From an optimization exercise on the open Yosys and OpenROAD flow, aimed at small area, a short achievable clock period and few clock cycles per item; shortcuts taken in it are not production practice. The RTL was checked by simulation tests, not by an equivalence proof against the original design. Power and IR drop assume default switching activity.

[flow/run.sh]
#!/bin/bash
# synth_recipe.tcl (not shown) runs the flow's synth.tcl, then flattens the netlist and writes it again
# the make line also repeats each setting of config.mk as NAME=value (left out here)
make -C /OpenROAD-flow-scripts/flow DESIGN_CONFIG=/design/flow/config.mk WORK_HOME=/design/flow/orfs CLKGATE_MAP_FILE= SYNTH_SCRIPT=/design/flow/synth_recipe.tcl finish
[flow/constraint.sdc]
create_clock -name core_clock -period 8.0 [get_ports {aclk}]
set_input_delay 1.6000 -clock core_clock [delete_from_list [all_inputs] [get_ports {aclk}]]
set_output_delay 1.6000 -clock core_clock [all_outputs]
set_load 0.01 [all_outputs]
[flow/design.v]
package mlcg_pkg;
    localparam int unsigned VAL_W = 31;
    localparam int unsigned MUL_W = 15;
    localparam int unsigned PROD_W = VAL_W + MUL_W;
    localparam int unsigned SUM_W = 35;
    localparam int unsigned CNT_W = 4;
    localparam int unsigned MAX_CATEGORIES = 8;
    localparam int unsigned AW = (MAX_CATEGORIES > 1) ? $clog2(MAX_CATEGORIES) : 1;
    localparam logic [MUL_W-1:0] MULTIPLIER = 15'd16807;
    localparam logic [VAL_W-1:0] MODULUS = 31'h7FFF_FFFF;
    localparam logic [SUM_W-1:0] NEG_MODULUS = ~{4'b0000, MODULUS} + 35'd1;
    localparam logic [1:0] FUNC_UNIFORM = 2'd0;
    localparam logic [1:0] FUNC_CATEG = 2'd1;
    localparam logic [1:0] FUNC_BERN = 2'd2;
    localparam logic [1:0] FUNC_LOAD = 2'd3;
    localparam logic [1:0] REG_SEED = 2'd0;
    localparam logic [1:0] REG_THRESH = 2'd1;
    localparam logic [1:0] REG_COUNT = 2'd2;
    typedef enum logic [2:0] {
        OP_NONE   = 3'd0,
        OP_MUL    = 3'd1,
        OP_FOLD   = 3'd2,
        OP_REDUCE = 3'd3,
        OP_ACCUM  = 3'd4,
        OP_BERN   = 3'd5
    } op_t;
    typedef struct packed {
        op_t  op;
        logic clear_acc;
    } dp_cmd_t;
endpackage
module mlcg_wram #(
    parameter int unsigned DEPTH = 8
) (
    input  logic                                          aclk,
    input  logic                                          we,
    input  logic [((DEPTH > 1) ? $clog2(DEPTH) : 1)-1:0] waddr,
    input  logic [mlcg_pkg::VAL_W-1:0]                    wdata,
    input  logic [((DEPTH > 1) ? $clog2(DEPTH) : 1)-1:0] raddr,
    output logic [mlcg_pkg::VAL_W-1:0]                    rdata
);
    logic [mlcg_pkg::VAL_W-1:0] mem [DEPTH];
    logic [mlcg_pkg::VAL_W-1:0] rdata_reg;
    always_ff @(posedge aclk) begin
        if (we) begin
            mem[waddr] <= wdata;
        end
        rdata_reg <= mem[raddr];
    end
    assign rdata = rdata_reg;
endmodule
module mlcg_datapath (
    input  logic                        aclk,
    input  logic                        aresetn,
    input  mlcg_pkg::dp_cmd_t           cmd,
    input  logic [mlcg_pkg::VAL_W-1:0]  weight,
    input  logic [mlcg_pkg::VAL_W-1:0]  threshold,
    input  logic                        seed_we,
    input  logic [mlcg_pkg::VAL_W-1:0]  seed,
    output logic [mlcg_pkg::VAL_W-1:0]  value,
    output logic                        le
);
    logic [mlcg_pkg::VAL_W-1:0]  x_reg, x_next;
    logic [mlcg_pkg::PROD_W-1:0] prod_reg, prod_next;
    logic [mlcg_pkg::SUM_W-1:0]  acc_reg, acc_next;
    logic [mlcg_pkg::SUM_W-1:0]  add_a, add_b, add_sum, cmp_b;
    always_comb begin
        add_a = acc_reg;
        add_b = '0;
        unique case (cmd.op)
            mlcg_pkg::OP_FOLD: begin
                add_a = mlcg_pkg::SUM_W'(prod_reg[mlcg_pkg::VAL_W-1:0]);
                add_b = mlcg_pkg::SUM_W'(prod_reg[mlcg_pkg::PROD_W-1:mlcg_pkg::VAL_W]);
            end
            mlcg_pkg::OP_REDUCE: add_b = mlcg_pkg::NEG_MODULUS;
            mlcg_pkg::OP_ACCUM:  add_b = mlcg_pkg::SUM_W'(weight);
            default:             add_b = '0;
        endcase
    end
    assign add_sum = add_a + add_b;
    assign cmp_b   = (cmd.op == mlcg_pkg::OP_ACCUM) ? add_sum
                                                    : mlcg_pkg::SUM_W'(threshold);
    assign le      = mlcg_pkg::SUM_W'(x_reg) <= cmp_b;
    always_comb begin
        x_next    = x_reg;
        prod_next = prod_reg;
        acc_next  = acc_reg;
        if (cmd.op == mlcg_pkg::OP_MUL) begin
            prod_next = x_reg * mlcg_pkg::MULTIPLIER;
        end
        if (cmd.op == mlcg_pkg::OP_REDUCE) begin
            x_next = add_sum[mlcg_pkg::SUM_W-1] ? acc_reg[mlcg_pkg::VAL_W-1:0]
                                                : add_sum[mlcg_pkg::VAL_W-1:0];
        end
        if (cmd.op == mlcg_pkg::OP_FOLD || cmd.op == mlcg_pkg::OP_ACCUM) begin
            acc_next = add_sum;
        end else if (cmd.clear_acc) begin
            acc_next = '0;
        end
        if (seed_we) begin
            x_next = seed;
        end
    end
    always_ff @(posedge aclk) begin
        if (!aresetn) begin
            x_reg <= mlcg_pkg::VAL_W'(1);
        end else begin
            x_reg <= x_next;
        end
        prod_reg <= prod_next;
        acc_reg  <= acc_next;
    end
    assign value = x_reg;
endmodule
module mlcg_ctrl (
    input  logic                        aclk,
    input  logic                        aresetn,
    input  logic                        s_valid,
    output logic                        s_ready,
    input  logic [1:0]                  s_func,
    input  logic [2:0]                  s_entry_index,
    input  logic [mlcg_pkg::VAL_W-1:0]  s_weight_value,
    output logic                        m_valid,
    input  logic                        m_ready,
    output logic [mlcg_pkg::VAL_W-1:0]  m_random_value,
    output logic [3:0]                  m_category,
    output logic                        m_flag,
    input  logic [mlcg_pkg::CNT_W-1:0]  category_count,
    input  logic [mlcg_pkg::VAL_W-1:0]  value,
    input  logic                        le,
    output mlcg_pkg::dp_cmd_t           cmd,
    output logic                        ram_we,
    output logic [mlcg_pkg::AW-1:0]     ram_waddr,
    output logic [mlcg_pkg::VAL_W-1:0]  ram_wdata,
    output logic [mlcg_pkg::AW-1:0]     ram_raddr
);
    typedef enum logic [5:0] {
        ST_IDLE   = 6'b000001,
        ST_MUL    = 6'b000010,
        ST_FOLD   = 6'b000100,
        ST_REDUCE = 6'b001000,
        ST_WALK   = 6'b010000,
        ST_FIN    = 6'b100000
    } state_t;
    state_t                      state_reg, state_next;
    logic [1:0]                  func_reg, func_next;
    logic [mlcg_pkg::CNT_W-1:0]  cnt_reg, cnt_next, cnt_inc;
    logic [3:0]                  cat_reg, cat_next;
    logic [mlcg_pkg::CNT_W-1:0]  n_used;
    logic                        m_valid_reg, m_valid_next;
    logic [mlcg_pkg::VAL_W-1:0]  m_value_reg, m_value_next;
    logic [3:0]                  m_cat_reg, m_cat_next;
    logic                        m_flag_reg, m_flag_next;
    logic [mlcg_pkg::AW+2:0]     waddr_wide;
    logic [mlcg_pkg::AW+mlcg_pkg::CNT_W-1:0] raddr_wide;
    logic                        idx_ok;
    assign n_used = (32'(category_count) > mlcg_pkg::MAX_CATEGORIES)
                    ? mlcg_pkg::CNT_W'(mlcg_pkg::MAX_CATEGORIES) : category_count;
    assign cnt_inc = cnt_reg + mlcg_pkg::CNT_W'(1);
    assign waddr_wide = {{mlcg_pkg::AW{1'b0}}, s_entry_index};
    assign raddr_wide = {{mlcg_pkg::AW{1'b0}}, cnt_next};
    assign ram_waddr  = waddr_wide[mlcg_pkg::AW-1:0];
    assign ram_raddr  = raddr_wide[mlcg_pkg::AW-1:0];
    assign ram_wdata  = s_weight_value;
    assign idx_ok     = 32'(s_entry_index) < mlcg_pkg::MAX_CATEGORIES;
    assign s_ready = (state_reg == ST_IDLE);
    always_comb begin
        state_next    = state_reg;
        func_next     = func_reg;
        cnt_next      = cnt_reg;
        cat_next      = cat_reg;
        cmd.op        = mlcg_pkg::OP_NONE;
        cmd.clear_acc = 1'b0;
        ram_we        = 1'b0;
        m_valid_next  = m_valid_reg && !m_ready;
        m_value_next  = m_value_reg;
        m_cat_next    = m_cat_reg;
        m_flag_next   = m_flag_reg;
        unique case (state_reg)
            ST_IDLE: begin
                if (s_valid) begin
                    func_next = s_func;
                    if (s_func == mlcg_pkg::FUNC_LOAD) begin
                        ram_we     = idx_ok;
                        cat_next   = 4'd0;
                        state_next = ST_FIN;
                    end else begin
                        state_next = ST_MUL;
                    end
                end
            end
            ST_MUL: begin
                cmd.op     = mlcg_pkg::OP_MUL;
                state_next = ST_FOLD;
            end
            ST_FOLD: begin
                cmd.op     = mlcg_pkg::OP_FOLD;
                state_next = ST_REDUCE;
            end
            ST_REDUCE: begin
                cmd.op        = mlcg_pkg::OP_REDUCE;
                cmd.clear_acc = 1'b1;
                cnt_next      = '0;
                cat_next      = (func_reg == mlcg_pkg::FUNC_CATEG) ? 4'd1 : 4'd0;
                if (func_reg == mlcg_pkg::FUNC_CATEG && n_used != '0) begin
                    state_next = ST_WALK;
                end else begin
                    state_next = ST_FIN;
                end
            end
            ST_WALK: begin
                cmd.op = mlcg_pkg::OP_ACCUM;
                if (le) begin
                    cat_next   = 4'(cnt_inc);
                    state_next = ST_FIN;
                end else if (cnt_inc == n_used) begin
                    cat_next   = 4'(n_used + mlcg_pkg::CNT_W'(1));
                    state_next = ST_FIN;
                end else begin
                    cnt_next = cnt_inc;
                end
            end
            ST_FIN: begin
                cmd.op = (func_reg == mlcg_pkg::FUNC_BERN) ? mlcg_pkg::OP_BERN
                                                           : mlcg_pkg::OP_NONE;
                if (!m_valid_reg || m_ready) begin
                    m_valid_next = 1'b1;
                    m_value_next = value;
                    m_cat_next   = cat_reg;
                    m_flag_next  = (func_reg == mlcg_pkg::FUNC_BERN) && le;
                    state_next   = ST_IDLE;
                end
            end
            default: state_next = ST_IDLE;
        endcase
    end
    always_ff @(posedge aclk) begin
        if (!aresetn) begin
            state_reg   <= ST_IDLE;
            m_valid_reg <= 1'b0;
        end else begin
            state_reg   <= state_next;
            m_valid_reg <= m_valid_next;
        end
        func_reg    <= func_next;
        cnt_reg     <= cnt_next;
        cat_reg     <= cat_next;
        m_value_reg <= m_value_next;
        m_cat_reg   <= m_cat_next;
        m_flag_reg  <= m_flag_next;
    end
    assign m_valid        = m_valid_reg;
    assign m_random_value = m_value_reg;
    assign m_category     = m_cat_reg;
    assign m_flag         = m_flag_reg;
endmodule
module minimal_standard_lcg_sampler (
    input  logic                        aclk,
    input  logic                        aresetn,
    input  logic                        psel,
    input  logic                        penable,
    input  logic                        pwrite,
    input  logic [3:0]                  paddr,
    input  logic [31:0]                 pwdata,
    output logic [31:0]                 prdata,
    output logic                        pready,
    input  logic                        s_valid,
    output logic                        s_ready,
    input  logic [1:0]                  s_func,
    input  logic [2:0]                  s_entry_index,
    input  logic [mlcg_pkg::VAL_W-1:0]  s_weight_value,
    output logic                        m_valid,
    input  logic                        m_ready,
    output logic [mlcg_pkg::VAL_W-1:0]  m_random_value,
    output logic [3:0]                  m_category,
    output logic                        m_flag
);
    logic [mlcg_pkg::VAL_W-1:0] seed_reg, seed_next;
    logic [mlcg_pkg::VAL_W-1:0] thresh_reg, thresh_next;
    logic [mlcg_pkg::CNT_W-1:0] count_reg, count_next;
    logic                       cfg_we, seed_we;
    logic [1:0]                 reg_idx;
    mlcg_pkg::dp_cmd_t          cmd;
    logic [mlcg_pkg::VAL_W-1:0] value;
    logic                       le;
    logic                       ram_we;
    logic [mlcg_pkg::AW-1:0]    ram_waddr, ram_raddr;
    logic [mlcg_pkg::VAL_W-1:0] ram_wdata, ram_rdata;
    assign pready  = 1'b1;
    assign reg_idx = paddr[3:2];
    assign cfg_we  = psel && penable && pwrite;
    assign seed_we = cfg_we && (reg_idx == mlcg_pkg::REG_SEED);
    always_comb begin
        seed_next   = seed_reg;
        thresh_next = thresh_reg;
        count_next  = count_reg;
        if (cfg_we) begin
            unique case (reg_idx)
                mlcg_pkg::REG_SEED:   seed_next   = pwdata[mlcg_pkg::VAL_W-1:0];
                mlcg_pkg::REG_THRESH: thresh_next = pwdata[mlcg_pkg::VAL_W-1:0];
                mlcg_pkg::REG_COUNT:  count_next  = pwdata[mlcg_pkg::CNT_W-1:0];
                default: ;
            endcase
        end
    end
    always_comb begin
        unique case (reg_idx)
            mlcg_pkg::REG_SEED:   prdata = 32'(seed_reg);
            mlcg_pkg::REG_THRESH: prdata = 32'(thresh_reg);
            mlcg_pkg::REG_COUNT:  prdata = 32'(count_reg);
            default:              prdata = '0;
        endcase
    end
    always_ff @(posedge aclk) begin
        if (!aresetn) begin
            seed_reg   <= mlcg_pkg::VAL_W'(1);
            thresh_reg <= '0;
            count_reg  <= '0;
        end else begin
            seed_reg   <= seed_next;
            thresh_reg <= thresh_next;
            count_reg  <= count_next;
        end
    end
    mlcg_wram #(
        .DEPTH (mlcg_pkg::MAX_CATEGORIES)
    ) u_wram (
        .aclk  (aclk),
        .we    (ram_we),
        .waddr (ram_waddr),
        .wdata (ram_wdata),
        .raddr (ram_raddr),
        .rdata (ram_rdata)
    );
    mlcg_datapath u_datapath (
        .aclk      (aclk),
        .aresetn   (aresetn),
        .cmd       (cmd),
        .weight    (ram_rdata),
        .threshold (thresh_reg),
        .seed_we   (seed_we),
        .seed      (pwdata[mlcg_pkg::VAL_W-1:0]),
        .value     (value),
        .le        (le)
    );
    mlcg_ctrl u_ctrl (
        .aclk           (aclk),
        .aresetn        (aresetn),
        .s_valid        (s_valid),
        .s_ready        (s_ready),
        .s_func         (s_func),
        .s_entry_index  (s_entry_index),
        .s_weight_value (s_weight_value),
        .m_valid        (m_valid),
        .m_ready        (m_ready),
        .m_random_value (m_random_value),
        .m_category     (m_category),
        .m_flag         (m_flag),
        .category_count (count_reg),
        .value          (value),
        .le             (le),
        .cmd            (cmd),
        .ram_we         (ram_we),
        .ram_waddr      (ram_waddr),
        .ram_wdata      (ram_wdata),
        .ram_raddr      (ram_raddr)
    );
endmodule
[flow/config.mk]
export PLATFORM = sky130hd
export DESIGN_NAME = minimal_standard_lcg_sampler
export DESIGN_NICKNAME = minimal_standard_lcg_sampler
export VERILOG_FILES = /design/flow/design.v
export SDC_FILE = /design/flow/constraint.sdc
export NUM_CORES = 4
export LEC_CHECK = 0
export CAP_MARGIN = 20
export CORE_MARGIN = 2
export CORE_UTILIZATION = 40
export SLEW_MARGIN = 20
==> key figures <==
STA
  – Post-route clock period utilization: between 90% and 100%
  – Worst-margin pin slew: 1.05 ns
  – RSZ-0062 raised after global routing: no
  – Min Tclk post-route: around 7.4 ns
  – Setup TNS: 0 ns
  – Worst rel slew slack: between 20 and 30%
  – WHS: between 0.4 and 0.5 ns
  – Final worst slack: roughly 0.56 ns
  – Final setup violation count: 0
  – Max Freq: ~130 MHz
  – Max Slew Vio Count: 0
  – Endpoints failing hold: 0
  – Post-Route Skew: 0.0350 ns

Global route
  – Number of antenna violations at the first check in global routing: 4
  – Vias in the first global route: 21822
  – Total GRT Usage: between 20 and 25%
  – Remaining global-route overflow: 0
  – First-pass GRT wire length: 132000 um
  – Largest net degree at the start of global routing: about 130

Status
  – Status: no timing/DRC/antenna violations

CTS
  – Clock Sinks: 510
  – Num CTS Buffers: between 50 and 60
  – Worst-path clk slew: around 0.06 ns
  – Clock buffer depth: 3
  – Clock root buffer: clkbuf_16
  – Setup Buffers After CTS: 0
  – Skew-Pair Late Insertion Delay: 0.63 ns
  – CTS tree: done
  – CTS H-Tree Depth: 2

Route
  – Vias: ~22000
  – DRT Pass-1 Iters: 5
  – Detail Route Antenna Nets: 0
  – Final WL: 87000 um
  – Avg WL per Cell: 22.4 um
  – DR DRC count: 0
  – Avg Vias per Cell: about 5.6
  – Initial DRC count: 1569

Critical path
  – CP startpoint: u_ctrl.state_reg[0]
  – Crit Path Class: reg -> reg
  – Worst setup EP type: register
  – Worst Path Arrival: a little under 8 ns
  – Crit path required time: around 8.5 ns
  – Startpoint Class: register
  – Crit Path Max Fanout: 19
  – FF-to-FF Start: u_ctrl.state_reg[0]

Floorplanning
  – Io pins: 150
  – Die Ht: roughly 280 um
  – Die Area: 78300 um2
  – Die Wd: about 280 um
  – Initial Util: about two fifths
  – Std cell rows: 101
  – Core area: approximately 76000 um2

Finish
  – Layout cells sized above 1: 6.83%
  – Core Util, Final: a little under half
  – Final Instance Area: 35000 um2
  – Max FFs per register: approximately 250
  – Ant diodes: 0
  – Filler cell count: a little under 7000
  – Nets: between 3000 and 4000
  – Area grow syn2layout: 15.1%
  – Fin cells: around 3900

Pwr
  – Pleak: between 15 and 20 nW
  – Power Density: roughly 160 nW/um2
  – VDD IR max: around 0.18 mV
  – Final Power: approximately 5.7 mW

Yosys
  – Syn_area_per_cell: 11.1 um2
  – Sequential share of the synthesized area: a little under half
  – Ys Warns: 4
  – Fraction of registers with async set/reset: 0%
  – Synthesized area: just over 30000 um2
  – Most used DFF post-synth: edfxtp_1
  – FF+latch count, synth: between 500 and 600
  – Cells after Synth: about 2700
  – Synthesized Nets: between 3000 and 4000
  – Post-synth EDFFs: roughly 370
  – Yosys cell types: 74

Place
  – Routability congestion estimate: around 0.94
  – Place WS: just over 0.6 ns
  – Dpl hpwl: 62000 um
  – Buffers on Ports: about 140
  – Placed cell count: roughly 3800
  – Placed cell areas: 33300 um2

Job
  – # Max-Cap Violations: 0

Worst hold path
  – Hold Path Class: reg -> reg
  – Worst Hold Launch: u_ctrl.cat_reg[1]
-- cell families (layout without fill, tap and decap cells) --
kind of cell / Yosys count / count (layout) / share of synthesized area (%)
AND/OR/NAND/NOR: 765 / 765 / 12.4
AO/OA/AOI/OAI: 567 / 567 / 13.3
flip-flops: 510 / 510 / 45.8
adder cells (fa/ha/maj): 389 / 389 / 19.3
buffers and inverters: 347 / 528 / 4.52
multiplexers: 78 / 78 / 2.59
XOR/XNOR: 73 / 73 / 2.10
other: 2 / 2 / 0.0247
-- power breakdown --
group / switching (mW) / leakage [nW] / internal, mW
registers: 0.0152 / 4.39 / 2.86
logic: 0.208 / 9.82 / 0.151
clock network: 1.08 / 0.847 / 1.38
-- cells in the final DEF, fill, tap and decap left out, types with 7 or more instances in the layout --
master,instances
a211oi_1,102
a21boi_0,95
a21o_1,53
a21oi_1,85
a22o_1,14
a31oi_1,11
and2_1,27
and3_1,113
buf_12,9
buf_4,63
clkbuf_1,12
clkbuf_16,54
clkbuf_8,7
clkdlybuf4s50_1,142
clkinv_2,9
dfxtp_1,138
edfxtp_1,372
fa_1,134
ha_1,255
inv_1,212
mux2i_1,71
nand2_1,301
nand2b_1,18
nand3_1,58
nand3b_1,7
nand4_1,17
nor2_1,98
nor2b_1,43
nor3_1,10
nor4_1,31
o211a_1,32
o211ai_1,41
o21a_1,14
o21ai_0,55
o21bai_1,13
xnor2_1,50
xor2_1,23
-- metal layers --
| metal | vias to the layer above | global-route usage (%) | share of wire (%) |
|---|---|---|---|
| met5 | - | 0 | 0.048 |
| met4 | 6 | 8.73 | 4.1 |
| met3 | 156 | 2.76 | 5.0 |
| met2 | 633 | 37.8 | 48 |
| met1 | 10748 | 28.9 | 43 |
| li1 | 10103 | - | - |
-- synth_stat cells (21+ instances only) --
cell type / n / area (um2)
inv_1: 214 / 803
a21boi_0: 95 / 713
fa_1: 134 / 2680
ha_1: 255 / 3190
o21ai_0: 55 / 275
a211oi_1: 102 / 766
xnor2_1: 50 / 438
nor2_1: 105 / 394
nor2b_1: 44 / 275
a21o_1: 53 / 398
a21oi_1: 86 / 430
edfxtp_1: 372 / 11200
o211a_1: 32 / 320
nor4_1: 32 / 200
o211ai_1: 41 / 308
mux2i_1: 72 / 721
and2_1: 28 / 175
nand2_1: 301 / 1130
and3_1: 113 / 707
nand3_1: 58 / 290
dfxtp_1: 138 / 2760
xor2_1: 23 / 201
clkbuf_1: 93 / 349
buf_2: 21 / 105
-- what timing repair did --
action / 4_1_cts / 5_1_grt
setup endpoints to repair: 0 / 15
resized for setup: 0 / 2
hold buffers: 0 / 0
hold endpoints to repair: 0 / 0
-- path summary, 6_finish.rpt --
check / depth (start not counted) / slack (ns) / to
worst max-delay path: 25 / 0.56 / u_wram.rdata_reg[23]
worst min-delay path: 0 / 0.42 / u_ctrl.m_cat_reg[1]
worst max register to register: 25 / 0.56 / u_wram.rdata_reg[23]
worst min register to register: 0 / 0.42 / u_ctrl.m_cat_reg[1]
-- worst max-delay path, stage by stage, from the launching register on --
cell and delay [ns]:
dfxtp_1 0.34, nor4_2 0.35, and3b_1 0.34, a221o_1 0.22, ha_1 0.31, inv_1 0.11
fa_1 0.47, nor2b_1 0.21, o2111ai_2 0.16, and3b_1 0.25, o31ai_1 0.28, a21boi_0 0.21
o21bai_1 0.20, xor2_1 0.44, mux2i_1 0.15, ha_1 0.31, nand4_1 0.11, or3_1 0.40
nor2_1 0.19, a211o_1 0.26, nand2_1 0.15, nor4b_4 0.46, mux2_2 0.61, buf_4 0.29
o211a_1 0.14, nor4_1 0.33
-- final cells by class --
class | count | area, um2 | area share, %
clock buffers | 73 | 1490 | 4.26
clock inverters | 24 | 259 | 0.739
inverters | 215 | 812 | 2.32
multi-input cells | 1874 | 15200 | 43.5
flip-flops and latches | 510 | 13900 | 39.8
well taps | 978 | 1220 | 3.49
repair buffers | 216 | 2080 | 5.95
Testbench counts, summed over its fixed seeds: cycles 86,760, items 16,000.

-- re-timing with driven ports --
No port has a modelled driver above. Below, the same layout with a new extraction and two added sets of constraints. Step 1 sets driving cells, clkbuf_16 on the clock port and buf_2 on the other inputs (assumed; they add their load-dependent delay and slew). Step 2 moves the port delays by t, midway between the first and last clock arrival at a register: inputs arrive t later, outputs are due t later. That takes back most of the time a late clock gives input paths. Three values: no drivers, after step 1, after step 2; two values: the first two.
t, ns: 0.676
slack for setup (ns): 0.561 / 0.561 / 0.561
clock arrival spread, ns: 0.038 / 0.038
worst slew at a driven data input, ns: 0.08
After both steps this run still meets setup and hold. For this run, drivers alone change the setup slack by 0.000 ns; drivers and shift together by 0.000 ns.
